What follows belongs to an exercise in optimizing a design on an open flow for small area and a short achievable clock period; a production flow would make more cautious choices. The RTL was checked by simulation tests, not by an equivalence proof against the original design. Power figures rest on the tool's default switching activity, not on a simulated workload.

==> flow/design.v <==
`default_nettype none
module sim_clock_gen
(
    input  logic        ep50trig,
    input  logic        reset_global,
    input  logic [15:0] trig,
    input  logic [15:0] rate_word,
    output logic        sim_tick,
    output logic        spindle_tick
);
    localparam int TRIG_RATE = 7;
    localparam logic [17:0] DEFAULT_HALF_CNT = 18'd500;
    logic [17:0] half_cnt;
    logic [18:0] period_cnt;
    logic [18:0] cnt_inc;
    logic        rate_load;
    assign rate_load = trig[TRIG_RATE];
    assign cnt_inc   = period_cnt + 1'b1;
    always_ff @(posedge ep50trig or posedge reset_global)
    begin
        if (reset_global)
            half_cnt <= DEFAULT_HALF_CNT;
        else if (rate_load)
            half_cnt <= 18'(rate_word);
    end
    always_ff @(posedge ep50trig or posedge reset_global)
    begin
        if (reset_global)
            period_cnt <= '0;
        else if (rate_load || sim_tick)
            period_cnt <= '0;
        else
            period_cnt <= cnt_inc;
    end
    always_ff @(posedge ep50trig or posedge reset_global)
    begin
        if (reset_global)
        begin
            sim_tick     <= 1'b0;
            spindle_tick <= 1'b0;
        end
        else if (rate_load)
        begin
            sim_tick     <= 1'b0;
            spindle_tick <= (rate_word == '0);
        end
        else if (sim_tick)
        begin
            sim_tick     <= 1'b0;
            spindle_tick <= (half_cnt == '0);
        end
        else
        begin
            sim_tick     <= (period_cnt == {half_cnt, 1'b0});
            spindle_tick <= (cnt_inc == {1'b0, half_cnt});
        end
    end
endmodule
`default_nettype wire
`default_nettype none
module length_waveform
(
    input  logic        ep50trig,
    input  logic        reset_global,
    input  logic        reset_sim,
    input  logic        pipe_write,
    input  logic [15:0] pipe_data,
    input  logic        sim_tick,
    output logic [31:0] muscle_len,
    output logic        lce_valid
);
    localparam int DEPTH = 256;
    localparam int E     = 8;            
    localparam int NI    = DEPTH / E;    
    localparam int HK    = 4;            
    localparam int RK    = 8;            
    localparam int PK    = 4;            
    logic        have_low;
    logic [15:0] low_half;
    logic [8:0]  stored_cnt;     
    logic [7:0]  rd_addr;
    logic        not_empty;      
    logic        rd_last;        
    logic [7:0]  q;              
    logic [7:0]  wxr;            
    logic [7:0]  r7;             
    logic [7:0]  h7;             
    logic [8:0]  dnb;            
    logic [8:0]  dnh;            
    logic [31:0] wdata;
    logic        wr;
    logic [7:0]  wa;
    logic        replay_step;
    logic        wrap;           
    logic        adv;            
    assign wdata       = {pipe_data, low_half};
    assign wr          = pipe_write && have_low && !stored_cnt[8] && !reset_sim;
    assign wa          = stored_cnt[7:0];
    assign replay_step = sim_tick && not_empty;
    assign wrap        = replay_step && rd_last;
    assign adv         = replay_step && !rd_last && (rd_addr[7:2] != '0);
    logic [31:0]   ring [DEPTH];
    logic [NI-1:0] ins_en;
    logic [31:0]   ins_data;
    always_ff @(posedge ep50trig)
        for (int p = 0; p < DEPTH; p++)
            if (p % E == 0)
                ring[p] <= ins_en[p / E] ? ins_data : ring[p + 1];
            else
                ring[p] <= ring[(p + 1) % DEPTH];
    logic [PK-1:0] pb_v;
    logic          pb_a2 [PK];
    logic [4:0]    pb_j  [PK];
    logic [31:0]   pb_d  [PK];
    logic [1:0]  i2;
    logic        w_now;
    logic        pb_now;
    logic        wpb;
    logic        ins_go_nxt;
    logic [4:0]  ins_j_nxt;
    assign i2         = q[1:0];
    assign w_now      = wr && wa >= 8'(HK) && wa[2:0] == q[2:0];
    assign pb_now     = pb_v[i2] && (pb_a2[i2] == q[2]);
    assign wpb        = wr && wa >= 8'(HK) && !w_now;
    assign ins_go_nxt = w_now || pb_now;
    assign ins_j_nxt  = w_now ? wxr[7:3] : pb_j[i2];
    always_ff @(posedge ep50trig)
    begin
        if (wpb)
        begin
            pb_d[wa[1:0]]  <= wdata;
            pb_a2[wa[1:0]] <= wa[2];
            pb_j[wa[1:0]]  <= wxr[7:3];
        end
        ins_data <= w_now ? wdata : pb_d[i2];
    end
    always_ff @(posedge ep50trig or posedge reset_global)
        if (reset_global)
        begin
            pb_v   <= '0;
            ins_en <= '0;
        end
        else if (reset_sim)
        begin
            pb_v   <= '0;
            ins_en <= '0;
        end
        else
        begin
            for (int i = 0; i < PK; i++)
                if (wpb && wa[1:0] == 2'(i))
                    pb_v[i] <= 1'b1;
                else if (pb_now && i2 == 2'(i))
                    pb_v[i] <= 1'b0;
            for (int j = 0; j < NI; j++)
                ins_en[j] <= ins_go_nxt && ins_j_nxt == 5'(j);
        end
    logic [31:0] head [HK];
    logic [31:0] rq   [RK];
    logic [2:0]  o1;
    logic [8:0]  dsel;
    logic        lt1;
    logic [4:0]  cj1;
    logic [NI-1:0] cap_sel;      
    logic [31:0] tap;
    logic [2:0]  xo2;
    logic [2:0]  idx2;
    logic        hit2;
    logic        v2;
    logic [31:0] xb;
    logic [2:0]  idx3;
    logic        v3;
    assign o1   = wrap ? ~h7[2:0] : ~r7[2:0];
    assign dsel = wrap ? dnh : dnb;
    assign lt1  = !dsel[8] && ((dsel[7:3] != '0) || (o1 < dsel[2:0]));
    assign cj1  = wrap ? h7[7:3] : r7[7:3];
    always_comb
    begin
        tap = '0;
        for (int j = 0; j < NI; j++)
            if (cap_sel[j])
                tap = tap | ring[E*j + 1];
    end
    always_ff @(posedge ep50trig)
    begin
        for (int j = 0; j < NI; j++)
            cap_sel[j] <= (cj1 == 5'(j));
        xo2   <= o1 - 3'(adv);
        idx2  <= q[2:0];
        hit2  <= ins_go_nxt && ins_j_nxt == cj1;
        xb    <= hit2 ? ins_data : tap;
        idx3  <= idx2;
    end
    always_ff @(posedge ep50trig or posedge reset_global)
        if (reset_global)
        begin
            v2 <= 1'b0;
            v3 <= 1'b0;
        end
        else
        begin
            v2 <= lt1 && !reset_sim && !(adv && o1 == '0);
            v3 <= v2 && !reset_sim && !wrap && !(adv && xo2 == '0);
        end
    logic byp;
    assign byp = wr && (dnb[8:3] == '0);
    always_ff @(posedge ep50trig)
    begin
        if (wr && wa < 8'(HK))
            head[wa[1:0]] <= wdata;
        for (int k = 0; k < RK; k++)
            if (byp && wa[2:0] == 3'(k))
                rq[k] <= wdata;
            else if (v3 && idx3 == 3'(k))
                rq[k] <= xb;
    end
    always_ff @(posedge ep50trig)
        if (pipe_write && !have_low)
            low_half <= pipe_data;
    logic [7:0] rd_inc;
    logic       rd2_is_n;
    logic       n_is_1;
    logic       last_nxt;
    logic [7:0] rd_nxt;
    assign rd_inc   = rd_addr + 8'd1;
    assign rd2_is_n = (9'(rd_addr) + 9'd2 == stored_cnt);
    assign n_is_1   = (stored_cnt == 9'd1);
    always_comb
    begin
        rd_nxt   = rd_addr;
        last_nxt = rd_last;
        if (replay_step)
        begin
            rd_nxt   = rd_last ? 8'd0 : rd_inc;
            last_nxt = rd_last ? (n_is_1 && !wr) : (rd2_is_n && !wr);
        end
        else if (wr)
            last_nxt = !not_empty;
    end
    localparam logic [8:0] MINUS_HK = 9'(-HK);
    always_ff @(posedge ep50trig or posedge reset_global)
    begin
        if (reset_global)
        begin
            q   <= 8'd2;
            h7  <= 8'(HK + 5);
        end
        else
        begin
            q   <= q + 8'd1;
            h7  <= h7 - 8'd1;
        end
    end
    always_ff @(posedge ep50trig or posedge reset_global)
    begin
        if (reset_global)
        begin
            have_low   <= 1'b0;
            stored_cnt <= '0;
            not_empty  <= 1'b0;
            rd_addr    <= '0;
            rd_last    <= 1'b0;
            wxr        <= 8'd254;
            r7         <= 8'(HK + 5);
            dnb        <= MINUS_HK;
            dnh        <= MINUS_HK;
            lce_valid  <= 1'b0;
            muscle_len <= '0;
        end
        else if (reset_sim)
        begin
            have_low   <= 1'b0;
            stored_cnt <= '0;
            not_empty  <= 1'b0;
            rd_addr    <= '0;
            rd_last    <= 1'b0;
            wxr        <= ~q;
            r7         <= h7 - 8'd1;
            dnb        <= MINUS_HK;
            dnh        <= MINUS_HK;
            lce_valid  <= 1'b0;
            muscle_len <= '0;
        end
        else
        begin
            if (pipe_write)
                have_low <= !have_low;
            if (wr)
            begin
                stored_cnt <= stored_cnt + 1'b1;
                not_empty  <= 1'b1;
                dnh        <= dnh + 1'b1;
            end
            else
                wxr <= wxr - 8'd1;
            rd_addr <= rd_nxt;
            rd_last <= last_nxt;
            if (wrap)
            begin
                r7  <= h7 - 8'd1;
                dnb <= wr ? dnh + 1'b1 : dnh;
            end
            else
            begin
                if (!adv)
                    r7 <= r7 - 8'd1;
                if (wr && !adv)
                    dnb <= dnb + 1'b1;
                else if (!wr && adv)
                    dnb <= dnb - 1'b1;
            end
            if (replay_step)
            begin
                muscle_len <= (rd_addr < 8'(HK)) ? head[rd_addr[1:0]] : rq[rd_addr[2:0]];
                lce_valid  <= 1'b1;
            end
        end
    end
endmodule
`default_nettype wire
`default_nettype none
module spi_frame_tx
(
    input  logic   ep50trig,
    input  logic   reset_global,
    input  logic   sim_tick,
    input  logic [31:0] muscle_len,
    output logic        sck,
    output logic        mosi,
    output logic        ssel
);
    localparam int FRAME_BITS = 32;
    localparam int SPI_CLK_DIV = 13;
    typedef enum logic [1:0] {
        TX_IDLE,
        TX_SHIFT,
        TX_GAP
    } tx_state_t;
    tx_state_t state;
    logic [31:0]    shift_reg;
    logic [4:0]  div_cnt;
    logic [5:0]  bit_cnt;
    logic      div_done;
    assign div_done = (div_cnt == 5'(SPI_CLK_DIV - 1));
    always_ff @(posedge ep50trig or posedge reset_global)
    begin
        if (reset_global)
        begin
            state   <= TX_IDLE;
            sck     <= 1'b0;
            mosi    <= 1'b0;
            ssel    <= 1'b1;
            div_cnt <= '0;
            bit_cnt <= '0;
        end
        else
        begin
            case (state)
                TX_IDLE:
                begin
                    if (sim_tick)
                    begin
                        state   <= TX_SHIFT;
                        ssel    <= 1'b0;
                        mosi    <= muscle_len[FRAME_BITS-1];
                        div_cnt <= '0;
                        bit_cnt <= '0;
                    end
                end
                TX_SHIFT:
                begin
                    if (div_done)
                    begin
                        div_cnt <= '0;
                        sck     <= !sck;
                        if (sck)
                        begin
                            if (bit_cnt == 6'(FRAME_BITS - 1))
                            begin
                                state <= TX_GAP;
                                mosi  <= 1'b0;
                            end
                            else
                            begin
                                bit_cnt <= bit_cnt + 1'b1;
                                mosi    <= shift_reg[FRAME_BITS-2];
                            end
                        end
                    end
                    else
                        div_cnt <= div_cnt + 1'b1;
                end
                TX_GAP:
                begin
                    if (div_done)
                    begin
                        state   <= TX_IDLE;
                        ssel    <= 1'b1;
                        div_cnt <= '0;
                    end
                    else
                        div_cnt <= div_cnt + 1'b1;
                end
                default:
                    state <= TX_IDLE;
            endcase
        end
    end
    always_ff @(posedge ep50trig)
    begin
        if (state == TX_IDLE && sim_tick)
            shift_reg <= muscle_len;
        else if (state == TX_SHIFT && div_done && sck)
            shift_reg <= {shift_reg[FRAME_BITS-2:0], 1'b0};
    end
endmodule
`default_nettype wire
`default_nettype none
module rate_receiver
(
    input  logic ep50trig,
    input  logic reset_global,
    input  logic reset_sim,
    input  logic sck,
    input  logic mosi,
    input  logic ssel,
    input  logic spindle_tick,
    input  logic sim_tick,
    output logic [31:0]    rawfr_ia
);
    localparam int FRAME_BITS = 32;
    logic [1:0] sck_sync;
    logic [1:0] ssel_sync;
    logic [1:0] mosi_sync;
    logic       sck_prev;
    logic       sck_rise;
    logic       frame_active;
    logic [31:0]     shift_reg;
    logic [31:0]     shift_next;
    logic [5:0]   bit_cnt;
    logic       last_bit;
    logic [31:0]     rx_word;
    logic [31:0]     rx_safe;
    always_ff @(posedge ep50trig or posedge reset_global)
    begin
        if (reset_global)
        begin
            sck_sync  <= 2'b00;
            sck_prev  <= 1'b0;
            ssel_sync <= 2'b11;
        end
        else
        begin
            sck_sync  <= {sck_sync[0], sck};
            sck_prev  <= sck_sync[1];
            ssel_sync <= {ssel_sync[0], ssel};
        end
    end
    always_ff @(posedge ep50trig)
        mosi_sync <= {mosi_sync[0], mosi};
    assign sck_rise     = sck_sync[1] && !sck_prev;
    assign frame_active = !ssel_sync[1];
    assign shift_next = {shift_reg[FRAME_BITS-2:0], mosi_sync[1]};
    assign last_bit   = (bit_cnt == 6'(FRAME_BITS - 1));
    always_ff @(posedge ep50trig)
    begin
        if (frame_active && sck_rise)
            shift_reg <= shift_next;
    end
    always_ff @(posedge ep50trig or posedge reset_global)
    begin
        if (reset_global)
        begin
            bit_cnt <= '0;
            rx_word <= '0;
        end
        else if (!frame_active)
            bit_cnt <= '0;
        else if (sck_rise)
        begin
            if (last_bit)
            begin
                bit_cnt <= '0;
                rx_word <= shift_next;
            end
            else
                bit_cnt <= bit_cnt + 1'b1;
        end
    end
    always_ff @(posedge ep50trig or posedge reset_global)
    begin
        if (reset_global)
        begin
            rx_safe  <= '0;
            rawfr_ia <= '0;
        end
        else if (reset_sim)
        begin
            rx_safe  <= '0;
            rawfr_ia <= '0;
        end
        else
        begin
            if (spindle_tick)
                rx_safe <= rx_word;
            if (sim_tick)
                rawfr_ia <= rx_safe;
        end
    end
endmodule
`default_nettype wire
`default_nettype none
module limb_link_top
(
    input  logic       ep50trig,
    input  logic       reset_global,
    input  logic       reset_sim,
    input  logic [15:0]  trig,
    input  logic [15:0] rate_word,
    input  logic       pipe_write,
    input  logic [15:0] pipe_data,
    input  logic       spi_in_sck,
    input  logic       spi_in_mosi,
    input  logic       spi_in_ssel,
    output logic            spi_out_sck,
    output logic            spi_out_mosi,
    output logic            spi_out_ssel,
    output logic [31:0]          muscle_len,
    output logic            lce_valid,
    output logic [31:0]          rawfr_ia
);
    logic sim_tick;
    logic spindle_tick;
    sim_clock_gen clock_gen_i (
        .ep50trig     (ep50trig),
        .reset_global (reset_global),
        .trig         (trig),
        .rate_word    (rate_word),
        .sim_tick     (sim_tick),
        .spindle_tick (spindle_tick)
    );
    length_waveform waveform_i (
        .ep50trig     (ep50trig),
        .reset_global (reset_global),
        .reset_sim    (reset_sim),
        .pipe_write   (pipe_write),
        .pipe_data    (pipe_data),
        .sim_tick     (sim_tick),
        .muscle_len   (muscle_len),
        .lce_valid    (lce_valid)
    );
    spi_frame_tx spi_tx_i (
        .ep50trig     (ep50trig),
        .reset_global (reset_global),
        .sim_tick     (sim_tick),
        .muscle_len   (muscle_len),
        .sck          (spi_out_sck),
        .mosi         (spi_out_mosi),
        .ssel         (spi_out_ssel)
    );
    rate_receiver rate_rx_i (
        .ep50trig     (ep50trig),
        .reset_global (reset_global),
        .reset_sim    (reset_sim),
        .sck          (spi_in_sck),
        .mosi         (spi_in_mosi),
        .ssel         (spi_in_ssel),
        .spindle_tick (spindle_tick),
        .sim_tick     (sim_tick),
        .rawfr_ia     (rawfr_ia)
    );
endmodule
`default_nettype wire
==> flow/run.sh <==
#!/bin/bash
# synth_recipe.tcl (not shown) runs the flow's synth.tcl, then flattens the netlist and writes it again
# the make line also repeats each setting of config.mk as NAME=value (left out here)
make -C /OpenROAD-flow-scripts/flow DESIGN_CONFIG=/design/flow/config.mk WORK_HOME=/design/flow/orfs CLKGATE_MAP_FILE= SYNTH_SCRIPT=/design/flow/synth_recipe.tcl finish
==> flow/config.mk <==
export PLATFORM = sky130hd
export DESIGN_NAME = limb_link_top
export DESIGN_NICKNAME = limb_link_top
export VERILOG_FILES = /design/flow/design.v
export SDC_FILE = /design/flow/constraint.sdc
export NUM_CORES = 4
export LEC_CHECK = 0
export ABC_AREA = 1
export CAP_MARGIN = 20
export CORE_MARGIN = 2
export CORE_UTILIZATION = 58
export CTS_CLUSTER_DIAMETER = 80
export CTS_CLUSTER_SIZE = 25
export SETUP_SLACK_MARGIN = 3.0
export SLEW_MARGIN = 20
export SYNTH_MEMORY_MAX_BITS = 16384
==> flow/constraint.sdc <==
create_clock -name core_clock -period 5.5 [get_ports {ep50trig}]
set_input_delay 1.1000 -clock core_clock [delete_from_list [all_inputs] [get_ports {ep50trig}]]
set_output_delay 1.1000 -clock core_clock [all_outputs]
set_load 0.01 [all_outputs]
==> summary.txt, run 1 <==
GRT
  • Vias in the first global route: 102000
  • Antenna violations before repair: 74
  • Maximum number of pins on one net before global-route repair: 164
  • Global-route wire length before repair: 755000 um
  • Total GRT Usage: 0.270
  • Global route overflow: 0

CTS
  • Clock Sinks: 9215
  • CTS tree: yes
  • Clock-pin slew on the worst setup and hold paths: 0.10 ns
  • Clock buffer depth: 4
  • # hold bufs at CTS: 0
  • Clk latency of the worst-skew pair: 1.04 ns
  • Root buffer cell: clkbuf_16
  • Num CTS Buffers: 412
  • H-tree depth: 5

Run status
  • Outcome: no timing/DRC/antenna violations

Setup path
  • Critical path required time: 4.40 ns
  • Kind of critical path: reg -> out
  • Critical Path, Cell by Cell: buf_6
  • Worst Path Buf+Inv: 1
  • Worst Path Max Fanout: 2
  • CP delay by family, top: flip-flops
  • Critical path startpoint category: flip-flop
  • Largest stage delay, worst path: 0.58 ns
  • CP max stage cell: dfstp_2
  • Critical path endpoint category: primary output
  • Crit path arrival time: 1.74 ns

Synth
  • Top post-synthesis cells by count: dfxtp_1, nand2_1, o21ai_0
  • Synth top area cells: dfxtp_1, edfxtp_1, o21ai_0
  • Number of synthesized flops with an enable pin: 614
  • Seq/Total Area, Yosys: 0.851
  • Yosys reg bits: 9215
  • Netlist cell types: 55
  • Post-synth ARST share: 0.0327
  • Mapped Area: 226000 um2
  • Syn nets: 16300
  • Synth warn: 6
  • Post-synth top flop: dfxtp_1
  • Cell with the most instances after synthesis: dfxtp_1
  • Avg Inst Size Synth: 14.0 um2
  • Post-synth top area share: 0.736
  • Synth Instances: 16200
  • Dominant cell type by area after synthesis: dfxtp_1

Floorplanning
  • Die height: 628 um
  • Top-level I/O count: 123
  • Core ar.: 388000 um2
  • Die width: 628 um
  • Initial Utilization: 0.582
  • Row count: 229
  • Die ar.: 394000 um2

STA
  • Setup WS post-layout: 2.66 ns
  • Slew HR: 0.275
  • Clock Skew: 0.0636 ns
  • FMAX: 352 MHz
  • Final TNS setup: 0 ns
  • # setup viols final: 0
  • Max-slew violations: 0
  • Worst Max-Slew Pin Slew: 1.09 ns
  • Crit path time final: 2.84 ns
  • RSZ-0062 raised after global routing: yes
  • Fin. Hold Viols: 0
  • Period utilization: 0.516

Final layout
  • Largest regs: waveform_i.ring (8192), waveform_i.rq (256)
  • Reg area: 192000 um2
  • Area Growth Syn to Fin: 9.05%
  • Top reg by flops: waveform_i.ring
  • Layout cells sized above 1: 0.0851
  • Nets: 16500
  • Multi-input logic area: 27700 um2
  • # fillers: 29200
  • Max FFs per register: 8192

Drt
  • Antenna viol nets, final: 0
  • Drt wl/cell: 25.1 um
  • Starting DRT DRC Count: 11200
  • WL final: 545000 um
  • Via count: 110000
  • Via density: 5.08
  • DRT Pass-1 Iters: 6
  • Drc violations: 0

Worst hold path
  • Hold crit path type: reg -> reg

Placed design
  • Gpl congestion: 0.815
  • DP Worst Slack: 0.623 ns
  • Post-DP HPWL: 324000 um
  • Buffers on Ports: 107

Pwr
  • Leak: 101 nW
  • Pwr/cell area: 419 nW/um2
  • Peak VDD IR: 0.000363 V

Job
  • # Max-Cap Violations: 0
report_power, final:
group | total [mW] | internal [mW] | switching, mW
Combinational | 1.47 | 0.503 | 0.963
Sequential | 68.1 | 67.7 | 0.422
Clock | 33.5 | 14.0 | 19.6
Total | 103 | 82.2 | 21.0
metal layers:
metal  part of all wire  vias to the layer above  track usage
met2               0.45                     3198        0.420
met1               0.46                    54200        0.400
met4              0.030                        6       0.0750
met3              0.062                      722       0.0362
li1                   -                    52200            -
met5           0.000068                        -            0
logic make-up (layout without fill, tap and decap cells):
| family | Yosys count | count (layout) | synth area share |
|---|---|---|---|
| compound gates | 2223 | 2224 | 0.0543 |
| fa+ha+maj | 41 | 41 | 0.00230 |
| flops | 9215 | 9215 | 0.851 |
| mux | 281 | 281 | 0.0138 |
| xor+xnor | 50 | 50 | 0.00194 |
| simple gates | 2603 | 2603 | 0.0468 |
| buf+inv | 1777 | 2103 | 0.0300 |
| other cells | 0 | 22 | 0 |
metrics by stage:
stage	hold WS [ns]	std cells	util	power [mW]	area [um2]
floorplan	0.310	16200	-	70.2	226000
global placement	0.310	21100	0.601	71.0	233000
detailed placement	0.312	21100	0.601	71.1	233000
CTS	0.303	21700	0.632	104	245000
global route	0.313	21700	0.634	106	246000
finish	0.302	21700	0.634	103	246000
final timing paths:
| check | slack [ns] | startpoint | end | cells after the start |
|---|---|---|---|---|
| setup / recovery | 2.66 | spi_tx_i.ssel | spi_out_ssel | 1 |
| hold / removal | 0.30 | waveform_i.ring[77][20] | waveform_i.ring[76][20] | 0 |
| setup reg to reg | 2.98 | waveform_i.ins_en[1] | waveform_i.ring[8][31] | 2 |
| hold reg to reg | 0.30 | waveform_i.ring[77][20] | waveform_i.ring[76][20] | 0 |
| max in group asynchronous | 4.05 | reset_global | rate_rx_i.bit_cnt[0] | 3 |
| min in group asynchronous | 0.64 | reset_global | spi_tx_i.div_cnt[1] | 3 |
cell type report:
cell class	count	share of cell area
sequential	9215	0.781
multi-input combinational	5199	0.112
clock buffer	462	0.0434
tap	5197	0.0264
inverter	1176	0.0186
timing repair buffer	428	0.0160
clock inverter	37	0.00205
antenna	22	0.000224
cells in the final DEF, fill, tap and decap left out, drive strengths merged, types with 44 or more instances in the layout:
cell / n
dfxtp: 8300
nand2: 1790
o21ai: 1417
inv: 1171
edfxtp: 614
clkbuf: 465
o22ai: 447
buf: 385
nor2: 381
dfrtp: 266
mux2: 250
nand3: 231
a21oi: 186
nand4: 73
nor4: 71
xor2: 44
a221oi: 44
what timing repair did:
item | CTS | global route
pin swaps | 11 | 21
cloned | 3 | 3
buffers inserted | 38 | 47
gates resized for setup | 464 | 103
endpoints found under the setup margin | 1002 | 579
==> run 2: changes to the inputs <==
--- a/flow/config.mk
+++ b/flow/config.mk
@@ -14,3 +14,4 @@
 export SETUP_SLACK_MARGIN = 3.0
 export SLEW_MARGIN = 20
 export SYNTH_MEMORY_MAX_BITS = 16384
+export TNS_END_PERCENT = 5
==> summary.txt, run 2 <==
Job
  • # Max-Cap Violations: 0 (unchanged)

Drt
  • Via count: 110000 (-0.61%)
  • Drt wl/cell: 24.8 um (-0.87%)
  • DRT Pass-1 Iters: 6 (unchanged)
  • Via density: 5.06 (-0.42%)
  • Drc violations: 0 (unchanged)
  • Starting DRT DRC Count: 11200 (-0.0089%)
  • WL final: 539000 um (-1.1%)
  • Antenna viol nets, final: 0 (unchanged)

CTS
  • Root buffer cell: clkbuf_16
  • Num CTS Buffers: 411 (-0.24%)
  • H-tree depth: 5 (unchanged)
  • Clk latency of the worst-skew pair: 1.03 ns (about the same)
  • Clock buffer depth: 4 (unchanged)
  • Clock Sinks: 9215 (unchanged)
  • CTS tree: yes
  • # hold bufs at CTS: 0 (unchanged)
  • Clock-pin slew on the worst setup and hold paths: 0.09 ns (about the same)

Final layout
  • Nets: 16500 (-0.21%)
  • Most frequent cells in the layout: dfxtp_1, nand2_1, o21ai_0
  • Area Growth Syn to Fin: 8.88%
  • Commonest non-fill, non-tap cell in the layout: dfxtp_1
  • Cell Count, Final, Fillers Out: 21700 (-0.19%)
  • Top reg by flops: waveform_i.ring
  • Largest regs: waveform_i.ring (8192), waveform_i.rq (256)
  • Layout Utilization: 0.633 (-0.000996)
  • Max FFs per register: 8192 (unchanged)
  • Layout cells sized above 1: 0.0762 (-0.00886)
  • Final Cell Area: 246000 um2 (-0.16%)

Synth
  • Cell with the most instances after synthesis: dfxtp_1
  • Synth warn: 6 (unchanged)
  • Synth Instances: 16200 (unchanged)
  • Netlist cell types: 55 (unchanged)
  • Compound-gate portion of the synthesized area: 0.0543 (unchanged)
  • Yosys reg bits: 9215 (unchanged)
  • Multiplexer share of the synthesized area: 0.0138 (unchanged)
  • Post-synth top area share: 0.736 (unchanged)
  • Synth Area in Adders: 0.00230 (unchanged)
  • Post-synth top flop: dfxtp_1
  • Simple-gate share of the synthesized area: 0.0468 (unchanged)
  • Seq/Total Area, Yosys: 0.851 (unchanged)
  • Number of synthesized flops with an enable pin: 614 (unchanged)
  • Mapped Area: 226000 um2 (unchanged)
  • Largest family of logic cells by synthesized area: compound AO/OA/AOI/OAI gates
  • Avg Inst Size Synth: 14.0 um2 (unchanged)
  • Top post-synthesis cells by count: dfxtp_1, nand2_1, o21ai_0
  • Post-Synth XOR/XNOR Area: 0.00194 (unchanged)
  • Synth top area cells: dfxtp_1, edfxtp_1, o21ai_0
  • Dominant cell type by area after synthesis: dfxtp_1
  • Post-synth ARST share: 0.0327 (unchanged)
  • Syn nets: 16300 (unchanged)

Setup path
  • Worst Path Buf+Inv: 3 (+2)
  • Crit path arrival time: 3.71 ns (+1.97 ns)
  • CP delay by family, top: buffers and inverters
  • Critical path required time: 6.39 ns (+1.99 ns)
  • Kind of critical path: reg -> reg
  • Largest stage delay, worst path: 0.78 ns (+0.20 ns)
  • Critical path endpoint category: flip-flop
  • Critical Path, Cell by Cell: inv_2 > buf_4 > o22ai_1 > a2111oi_0 > nand4_1 > o21ai_0 > inv_1
  • Reg2reg setup slack: 2.69 ns (-0.29 ns)
  • CP max stage cell: inv_2
  • Critical path startpoint category: flip-flop
  • Worst Path Max Fanout: 15 (+13)

STA
  • Clock Skew: 0.0500 ns (-0.0136 ns)
  • Crit path time final: 2.81 ns (-0.0236 ns)
  • Period utilization: 0.512 (-0.00429)
  • Slew HR: 0.211 (-0.0642)
  • Setup WS post-layout: 2.69 ns (+0.0236 ns)
  • RSZ-0062 raised after global routing: yes
  • Worst Max-Slew Pin Slew: 1.18 ns (+0.0979 ns)
  • Hold_ws: 0.299 ns (-0.00294 ns)
  • Max-slew violations: 0 (unchanged)
  • Final TNS setup: 0 ns (unchanged)
  • Fin. Hold Viols: 0 (unchanged)
  • FMAX: 355 MHz (+0.84%)
  • # setup viols final: 0 (unchanged)

Placed design
  • Buffers on Ports: 107 (unchanged)
  • Gpl congestion: 0.810 (-0.58%)
  • Post-DP Area: 233000 um2 (about the same)
  • Dpl cells: 21100 (+0.0095%)
  • Post-DP HPWL: 323000 um (about the same)
  • DP Worst Slack: 1.05 ns (+0.427 ns)

GRT
  • Maximum number of pins on one net before global-route repair: 136 (-17%)
  • Global route overflow: 0 (unchanged)
  • Vias in the first global route: 102000 (+0.15%)
  • Antenna violations before repair: 65 (-12%)
  • Total GRT Usage: 0.268 (-0.00223)
  • Global-route wire length before repair: 750000 um (-0.65%)

Pwr
  • Peak VDD IR: 0.000374 V (+3.0%)
  • Overall power: 103 mW (about the same)
  • Clk pwr share: 0.326 (about the same)
  • Net Sw Frac: 0.202 (-0.00104)
  • Switching power total: 20.9 mW (-0.44%)
  • Leak: 100 nW (-0.23%)
  • Gate power share: 0.014 (about the same)
  • Pwr/cell area: 420 nW/um2 (+0.23%)
  • Flop pwr share: 0.660 (about the same)
  • Internal Power: 82.3 mW (+0.20%)

Floorplanning
  • Core ar.: 388000 um2 (unchanged)
  • Die width: 628 um (unchanged)
  • Die height: 628 um (unchanged)
  • Initial Utilization: 0.582 (unchanged)
  • Top-level I/O count: 123 (unchanged)
  • Die ar.: 394000 um2 (unchanged)
  • Row count: 229 (unchanged)

Worst hold path
  • Hold crit path type: reg -> reg

Run status
  • Outcome: no timing/DRC/antenna violations
run 2: timing repair:
item	4_1_cts	5_1_grt
gates resized for setup	281	35
setup buffers	27	20
endpoints found under the setup margin	1076	980
pin swaps	12	1
cloned	8	2
run 2: cells by family (layout without fill, tap and decap cells):
kind of cell	count (synthesis)	after routing
AOI/OAI and AO/OA	2223	2223
DFF	9215	9215
buffers and inverters	1777	2068
adders and majority gates	41	41
other	0	16
and+or+nand+nor	2603	2604
xor gates and xnor gates	50	50
muxes	281	281
run 2: power by group through the flow:
stage	combinational [mW]	clock [mW]	sequential (mW)
after floorplan	0.858	0	69.4
after global placement	1.39	0	69.7
after detailed placement	1.40	0	69.6
after CTS	1.43	34.3	68.1
after global routing	1.62	36.6	68.1
final	1.44	33.7	68.1
run 2: final cells by class:
class	instances	area, um2
multi-input cells	5199	27400
clock buffers	464	10800
well taps	5197	6500
repair buffers	395	3810
inverters	1176	4590
clock inverters	33	460
fillers	29200	142000
diodes	16	40.0
flip-flops and latches	9215	192000
run 2: worst paths after layout:
path                                           from                       end  cells past startpoint
max in group asynchronous              reset_global     rate_rx_i.rx_word[21]                      4
hold / removal             waveform_i.ring[122][19]  waveform_i.ring[121][19]                      0
setup reg to reg             waveform_i.cap_sel[11]          waveform_i.xb[9]                      7
setup / recovery             waveform_i.cap_sel[11]          waveform_i.xb[9]                      7
hold reg to reg            waveform_i.ring[122][19]  waveform_i.ring[121][19]                      0
min in group asynchronous              reset_global       spi_tx_i.div_cnt[3]                      3
run 2: metal layers:
metal	global-route usage	part of all wire
met1	0.398	0.46
met4	0.0805	0.031
met3	0.0305	0.058
met5	0	0.000052
met2	0.417	0.45
==> run 3: changes to the inputs <==
--- a/flow/config.mk
+++ b/flow/config.mk
@@ -8,7 +8,7 @@
 export ABC_AREA = 1
 export CAP_MARGIN = 20
 export CORE_MARGIN = 2
-export CORE_UTILIZATION = 58
+export CORE_UTILIZATION = 65
 export CTS_CLUSTER_DIAMETER = 80
 export CTS_CLUSTER_SIZE = 25
 export SETUP_SLACK_MARGIN = 3.0
==> summary.txt, run 3 <==
Synth
  • Seq/Total Area, Yosys: 0.851 (unchanged)
  • Cell with the most instances after synthesis: dfxtp_1
  • Largest family of logic cells by synthesized area: compound AO/OA/AOI/OAI gates
  • Dominant cell type by area after synthesis: dfxtp_1
  • Synth Instances: 16200 (unchanged)
  • Mapped Area: 226000 um2 (unchanged)
  • Top post-synthesis cells by count: dfxtp_1, nand2_1, o21ai_0
  • Post-synth top area share: 0.736 (unchanged)
  • Post-synth ARST share: 0.0327 (unchanged)
  • Compound-gate portion of the synthesized area: 0.0543 (unchanged)
  • Synth top area cells: dfxtp_1, edfxtp_1, o21ai_0
  • Netlist cell types: 55 (unchanged)
  • Simple-gate share of the synthesized area: 0.0468 (unchanged)
  • Yosys reg bits: 9215 (unchanged)
  • Post-Synth XOR/XNOR Area: 0.00194 (unchanged)
  • Synth Area in Adders: 0.00230 (unchanged)
  • Multiplexer share of the synthesized area: 0.0138 (unchanged)
  • Avg Inst Size Synth: 14.0 um2 (unchanged)
  • Number of synthesized flops with an enable pin: 614 (unchanged)
  • Synth warn: 6 (unchanged)
  • Syn nets: 16300 (unchanged)
  • Post-synth top flop: dfxtp_1

Floorplanning
  • Core ar.: 346000 um2 (-11%)
  • Die ar.: 352000 um2 (-11%)
  • Top-level I/O count: 123 (unchanged)
  • Row count: 216 (-5.7%)
  • Die width: 593 um (-5.5%)
  • Initial Utilization: 0.653 (+0.0712)
  • Die height: 593 um (-5.5%)

Run status
  • Outcome: no timing/DRC/antenna violations

GRT
  • Global Route met1 Usage: 0.443 (+0.0457)
  • Antenna violations before repair: 53 (-18%)
  • Vias in the first global route: 110000 (+7.1%)
  • Global route overflow: 0 (unchanged)
  • Maximum number of pins on one net before global-route repair: 128 (-5.9%)
  • Total GRT Usage: 0.301 (+0.0328)
  • Busiest layer in global routing: met2
  • Global-route wire length before repair: 761000 um (+1.5%)
  • M2 GR Usage: 0.469 (+0.0523)
  • GR Util met3: 0.0377 (+0.00711)

Setup path
  • Crit Reg-Reg Endpoint: waveform_i.xb[17]
  • Worst Path Max Fanout: 13 (-2)
  • Critical path startpoint category: flip-flop
  • Kind of critical path: reg -> reg
  • Largest stage delay, worst path: 0.81 ns (+0.03 ns)
  • Critical Path, Cell by Cell: clkinv_1 > buf_12 > o22ai_1 > nor4_1 > nand4_1 > o21ai_1 > buf_4 > inv_1
  • R2r startpoint: waveform_i.cap_sel[22]
  • Critical path required time: 6.44 ns (+0.05 ns)
  • Critical path endpoint category: flip-flop
  • R2r worst-path depth: 8 (+1)
  • CP max stage cell: clkinv_1
  • Crit path arrival time: 3.87 ns (+0.16 ns)
  • Reg2reg setup slack: 2.57 ns (-0.11 ns)

Placed design
  • Post-DP Area: 233000 um2 (-0.24%)
  • Gpl congestion: 0.847 (+4.5%)
  • Post-DP HPWL: 327000 um (+1.0%)
  • Buffers on Ports: 107 (unchanged)

STA
  • Hold_ws: 0.310 ns (+0.0113 ns)
  • Slew HR: 0.193 (-0.0180)
  • FMAX: 342 MHz (-3.9%)
  • Max-slew violations: 0 (unchanged)
  • Worst Max-Slew Pin Slew: 1.21 ns (+0.0271 ns)
  • Period utilization: 0.532 (+0.0207)
  • Clock Skew: 0.0410 ns (-0.00903 ns)
  • RSZ-0062 raised after global routing: yes
  • Final TNS setup: 0 ns (unchanged)
  • # setup viols final: 0 (unchanged)
  • Crit path time final: 2.93 ns (+0.114 ns)
  • Fin. Hold Viols: 0 (unchanged)

Final layout
  • Top reg by flops: waveform_i.ring
  • Most frequent cells in the layout: dfxtp_1, nand2_1, o21ai_0
  • Area Growth Syn to Fin: 8.49%
  • # fillers: 23100 (-21%)
  • Final Cell Area: 245000 um2 (-0.36%)
  • Largest regs: waveform_i.ring (8192), waveform_i.rq (256)
  • Layout cells sized above 1: 0.0757 (-0.000456)
  • Max FFs per register: 8192 (unchanged)
  • Layout Utilization: 0.708 (+0.0749)
  • Commonest non-fill, non-tap cell in the layout: dfxtp_1
  • Nets: 16500 (+0.097%)

Pwr
  • Internal Power: 82.1 mW (-0.27%)
  • Clk pwr share: 0.324 (-0.002)
  • Pwr/cell area: 420 nW/um2 (+0.16%)
  • Leak: 100 nW (unchanged)
  • Switching power total: 20.9 mW (+0.12%)
  • Net Sw Frac: 0.203 (+0.000629)
  • Peak VDD IR: 0.000386 V (+3.4%)
  • Gate power share: 0.016 (+0.002)
  • Flop pwr share: 0.661 (about the same)

Job
  • # Max-Cap Violations: 0 (unchanged)

Worst hold path
  • Hold_sp: waveform_i.ring[102][30]
  • Hold crit path type: reg -> reg
  • Cell count of the worst hold path: 0 (unchanged)
  • Hold EP: waveform_i.ring[101][30]

CTS
  • Clock-pin slew on the worst setup and hold paths: 0.09 ns (about the same)
  • H-tree depth: 5 (unchanged)
  • # hold bufs at CTS: 0 (unchanged)
  • Clk latency of the worst-skew pair: 0.99 ns (-0.04 ns)
  • Clock Sinks: 9215 (unchanged)
  • Num CTS Buffers: 411 (unchanged)
  • CTS tree: yes
  • Root buffer cell: clkbuf_16
  • Clock buffer depth: 4 (unchanged)

Drt
  • Via density: 5.34 (+5.6%)
  • Drt wl/cell: 25.5 um (+2.7%)
  • WL final: 538000 um (about the same)
  • Starting DRT DRC Count: 11100 (-0.58%)
  • DRT Pass-1 Iters: 6 (unchanged)
  • Via count: 113000 (+2.7%)
  • Drc violations: 0 (unchanged)
  • Antenna viol nets, final: 0 (unchanged)
## run 3: changes by cell type in the layout (fill, tap and decap cells not counted), sizes merged, moves of 3 or more
cell           before  now
dlygate4sd2        23   47
clkdlybuf4s15      39   20
buf               285  301
diode              16   28
bufbuf              8    2
clkinv             30   33
nor2              382  385
## run 3: final cells by class
| cell class | instances | area (um2) | share of cell area |
|---|---|---|---|
| flip-flops and latches | 9215 | 192000 | 0.785 |
| multi-input cells | 5203 | 27400 | 0.112 |
| clock buffers | 466 | 10600 | 0.0434 |
| well taps | 4578 | 5730 | 0.0234 |
| inverters | 1176 | 4570 | 0.0186 |
| repair buffers | 407 | 3780 | 0.0154 |
| clock inverters | 35 | 505 | 0.00206 |
| diodes | 28 | 70.1 | 0.000286 |
## run 3: how the worst max path moves through the flow
stage          cells past startpoint                       to  slack (ns)              startpoint
3_5_place_dp                       9        waveform_i.dnb[6]        0.84               reset_sim
2_1_floorplan                      1  clock_gen_i.half_cnt[0]        0.43            reset_global
3_3_place_gp                      19        waveform_i.dnb[8]        0.71              pipe_write
6_report                           8        waveform_i.xb[17]        2.57  waveform_i.cap_sel[22]
4_1_cts                            1             spi_out_ssel        2.64           spi_tx_i.ssel
5_1_grt                            1             spi_out_ssel        2.64           spi_tx_i.ssel
## run 3: layer usage
metal / vias up / share of wire
met5: - / 0.00015
li1: 52200 / -
met2: 3814 / 0.45
met4: 12 / 0.034
met3: 868 / 0.064
met1: 55900 / 0.45
## run 3: per-stage QoR
stage	setup slack [ns]	total power, mW	std cells
final	2.57	103	21100
after global routing	2.64	106	21100
after floorplan	0.428	70.2	16200
after global placement	0.706	71.1	20500
after CTS	2.64	103	21100
after detailed placement	0.844	71.1	20500
## run 3: power groups by stage
stage / registers [mW] / clock network, mW / logic, mW
2_1_floorplan: 69.4 / 0 / 0.858
3_3_place_gp: 69.6 / 0 / 1.48
3_5_place_dp: 69.6 / 0 / 1.54
4_1_cts: 68.0 / 33.7 / 1.60
5_1_grt: 68.1 / 36.0 / 1.75
6_report: 68.0 / 33.4 / 1.60
## run 3: critical path, delay by kind of cell (launching register included)
family | cells | cell delay [ns]
compound gates | 2 | 0.46
buf+inv | 4 | 1.61
simple gates | 2 | 0.39
flops | 1 | 0.36
## run 3: logic make-up after synthesis
kind of cell	count (synthesis)
AO/OA/AOI/OAI	2223
XOR/XNOR	50
adder cells (fa/ha/maj)	41
buffers and inverters	1777
flip-flops	9215
multiplexers	281
AND/OR/NAND/NOR	2603
## run 3: repair_timing
item / in CTS / in global routing
pin swaps: 23 / 2
hold endpoints to repair: 0 / 0
endpoints found under the setup margin: 1033 / 839
resized for setup: 234 / 26
buffers inserted: 43 / 6
gates cloned: 7 / 0
==> run 4: changes to the inputs <==
--- a/flow/config.mk
+++ b/flow/config.mk
@@ -8,10 +8,10 @@
 export ABC_AREA = 1
 export CAP_MARGIN = 20
 export CORE_MARGIN = 2
-export CORE_UTILIZATION = 65
+export CORE_UTILIZATION = 60
 export CTS_CLUSTER_DIAMETER = 80
 export CTS_CLUSTER_SIZE = 25
-export SETUP_SLACK_MARGIN = 3.0
+export SETUP_SLACK_MARGIN = 2.75
 export SLEW_MARGIN = 20
 export SYNTH_MEMORY_MAX_BITS = 16384
 export TNS_END_PERCENT = 5
==> summary.txt, run 4 <==
Final layout
  • Most frequent cells in the layout: dfxtp_1, nand2_1, o21ai_0
  • Top reg by flops: waveform_i.ring
  • Largest regs: waveform_i.ring (8192), waveform_i.rq (256)
  • Area Growth Syn to Fin: 8.67%
  • Nets: 16500 (-0.024%)
  • Cell Count, Final, Fillers Out: 21500 (+1.9%)
  • Commonest non-fill, non-tap cell in the layout: dfxtp_1
  • Layout cells sized above 1: 0.0743 (-0.00140)
  • # fillers: 27300 (+18%)
  • Max FFs per register: 8192 (unchanged)

GRT
  • Global Route met1 Usage: 0.417 (-0.0266)
  • Maximum number of pins on one net before global-route repair: 99 (-23%)
  • Vias in the first global route: 108000 (-1.5%)
  • Busiest layer in global routing: met2
  • M2 GR Usage: 0.446 (-0.0239)
  • Antenna violations before repair: 62 (+17%)
  • GR Util met3: 0.0329 (-0.00472)
  • Global-route wire length before repair: 766000 um (+0.66%)
  • Total GRT Usage: 0.282 (-0.0190)
  • Global route overflow: 0 (unchanged)

Setup path
  • R2r startpoint: waveform_i.cap_sel[11]
  • Critical path required time: 6.38 ns (-0.06 ns)
  • Critical path startpoint category: flip-flop
  • Critical path endpoint category: flip-flop
  • Crit path arrival time: 3.91 ns (+0.04 ns)
  • Worst Path Max Fanout: 12 (-1)
  • CP startpoint: waveform_i.cap_sel[11]
  • Kind of critical path: reg -> reg

Synth
  • Dominant cell type by area after synthesis: dfxtp_1
  • Avg Inst Size Synth: 14.0 um2 (unchanged)
  • Cell with the most instances after synthesis: dfxtp_1
  • Synth top area cells: dfxtp_1, edfxtp_1, o21ai_0
  • Post-synth top flop: dfxtp_1
  • Netlist cell types: 55 (unchanged)
  • Syn nets: 16300 (unchanged)
  • Synth warn: 6 (unchanged)
  • Post-synth top area share: 0.736 (unchanged)
  • Mapped Area: 226000 um2 (unchanged)
  • Number of synthesized flops with an enable pin: 614 (unchanged)
  • Post-synth ARST share: 0.0327 (unchanged)
  • Seq/Total Area, Yosys: 0.851 (unchanged)
  • Yosys reg bits: 9215 (unchanged)
  • Synth Instances: 16200 (unchanged)
  • Top post-synthesis cells by count: dfxtp_1, nand2_1, o21ai_0

Drt
  • DRT Pass-1 Iters: 5 (-1)
  • Starting DRT DRC Count: 10100 (-9.5%)
  • WL final: 547000 um (+1.5%)
  • Antenna viol nets, final: 0 (unchanged)
  • Via density: 5.18 (-3.0%)
  • Via count: 111000 (-1.1%)
  • Drc violations: 0 (unchanged)
  • Drt wl/cell: 25.4 um (-0.41%)

STA
  • Slew HR: 0.228 (+0.0356)
  • Fin. Hold Viols: 0 (unchanged)
  • Period utilization: 0.551 (+0.0188)
  • Final TNS setup: 0 ns (unchanged)
  • RSZ-0062 raised after global routing: yes
  • FMAX: 330 MHz (-3.4%)
  • # setup viols final: 0 (unchanged)
  • Setup WS post-layout: 2.47 ns (-0.103 ns)
  • Worst Max-Slew Pin Slew: 1.16 ns (-0.0534 ns)
  • Max-slew violations: 0 (unchanged)
  • Crit path time final: 3.03 ns (+0.103 ns)
  • Clock Skew: 0.0360 ns (-0.00501 ns)

Placed design
  • Buffers on Ports: 107 (unchanged)
  • DP Worst Slack: 0.932 ns (+0.0882 ns)
  • Dpl cells: 20900 (+2.0%)
  • Post-DP HPWL: 333000 um (+1.8%)
  • Gpl congestion: 0.839 (-0.96%)

Pwr
  • Flop pwr share: 0.660 (about the same)
  • Gate power share: 0.015 (about the same)
  • Leak: 100 nW (-0.23%)
  • Internal Power: 82.3 mW (+0.20%)
  • Peak VDD IR: 0.000313 V (-19%)
  • Pwr/cell area: 420 nW/um2 (about the same)
  • Clk pwr share: 0.325 (about the same)
  • Net Sw Frac: 0.203 (-0.000284)
  • Switching power total: 20.9 mW (about the same)

Floorplanning
  • Core ar.: 375000 um2 (+8.5%)
  • Die height: 618 um (+4.1%)
  • Top-level I/O count: 123 (unchanged)
  • Initial Utilization: 0.602 (-0.0510)
  • Die width: 618 um (+4.1%)
  • Row count: 225 (+4.2%)
  • Die ar.: 381000 um2 (+8.3%)

CTS
  • Num CTS Buffers: 412 (+0.24%)
  • Clk latency of the worst-skew pair: 0.98 ns (about the same)
  • H-tree depth: 5 (unchanged)
  • # hold bufs at CTS: 0 (unchanged)
  • CTS tree: yes
  • Clock buffer depth: 4 (unchanged)
  • Clock Sinks: 9215 (unchanged)
  • Root buffer cell: clkbuf_16
  • Clock-pin slew on the worst setup and hold paths: 0.10 ns (about the same)

Job
  • # Max-Cap Violations: 0 (unchanged)

Worst hold path
  • Hold crit path type: reg -> reg
  • Hold_sp: waveform_i.ring[157][12]

Run status
  • Outcome: no timing/DRC/antenna violations
## run 4: worst max-delay path, stage by stage, from the launching register on
cell and delay [ns]:
dfxtp_1 0.32, buf_4 0.27, inv_4 0.39, buf_6 0.42, o22ai_1 0.13, a2111oi_1 0.50
nand4_1 0.32, o21ai_0 0.18, buf_4 0.20, inv_1 0.05
## run 4: worst paths after layout
kind / to / slack, ns / cells past startpoint
min in group asynchronous: rate_rx_i.rx_safe[16] / 0.56 / 2
worst min register to register: waveform_i.ring[156][12] / 0.30 / 0
worst min-delay path: waveform_i.ring[156][12] / 0.30 / 0
worst max register to register: waveform_i.xb[14] / 2.47 / 9
worst max-delay path: waveform_i.xb[14] / 2.47 / 9
max in group asynchronous: clock_gen_i.period_cnt[6] / 3.98 / 3
## run 4: routing by layer
metal | wire length (um) | vias up
li1 | - | 52100
met1 | 252000 | 55300
met3 | 32400 | 702
met5 | 35 | -
met2 | 248000 | 3332
met4 | 13600 | 6
## run 4: area by class of cell
| type | instances | area (um2) | share of cell area |
|---|---|---|---|
| timing repair buffer | 400 | 3720 | 0.0152 |
| multi-input combinational | 5205 | 27300 | 0.111 |
| clock buffer | 463 | 10700 | 0.0437 |
| clock inverter | 32 | 464 | 0.00189 |
| tap | 4994 | 6250 | 0.0255 |
| sequential | 9215 | 192000 | 0.784 |
| inverter | 1176 | 4520 | 0.0184 |
| antenna | 29 | 72.6 | 0.000296 |
## run 4: logic make-up after synthesis
kind of cell,Yosys count,share of synthesized area
flip-flops,9215,0.851
AND/OR/NAND/NOR,2603,0.0468
AO/OA/AOI/OAI,2223,0.0543
buffers and inverters,1777,0.0300
multiplexers,281,0.0138
XOR/XNOR,50,0.00194
adder cells (fa/ha/maj),41,0.00230
## run 4: power groups by stage
stage	clock (mW)	sequential [mW]	combinational [mW]
2_1_floorplan	0	69.4	0.858
3_3_place_gp	0	69.6	1.50
5_1_grt	36.3	68.1	1.75
3_5_place_dp	0	69.6	1.55
4_1_cts	34.0	68.0	1.58
6_report	33.5	68.0	1.58
## run 4: timing repair
item,in CTS,in global routing
gates cloned,5,5
setup buffers,29,11
pin swaps,13,3
endpoints found under the setup margin,635,899
gates resized for setup,93,28
## run 4: metrics by stage
step / hold WS (ns) / util / area [um2] / total power, mW
after floorplan: 0.310 / - / 226000 / 70.2
after global placement: 0.309 / 0.621 / 233000 / 71.1
after detailed placement: 0.312 / 0.621 / 233000 / 71.1
after CTS: 0.306 / 0.653 / 245000 / 104
after global routing: 0.317 / 0.654 / 245000 / 106
final: 0.303 / 0.654 / 245000 / 103

-- re-timing with driven ports --
No port has a modelled driver above. Below, the same layouts with a new extraction and two added sets of constraints.
Step 1 sets driving cells, clkbuf_16 on the clock port and buf_2 on the other inputs (assumed; they add their load-dependent delay and slew).
Step 2 also shifts input and output timing later by t, the mid clock arrival at the registers, as if the neighbouring blocks saw the same clock.
a / b / c = ideal / step 1 / step 2; a / b = the first two.
run	t, ns	setup slack, ns	cell pins on the clock port's net
run 1	1.119	2.663 / 2.555 / 2.282	1
run 2	1.107	2.686 / 2.604 / 1.766	1
run 3	1.079	2.572 / 2.572 / 1.938	1
run 4	1.071	2.469 / 2.363 / 1.537	1
After both steps every run listed still meets setup and hold. For run 4, which loses most, drivers alone change the setup slack by -0.106 ns; drivers and shift together by -0.932 ns.
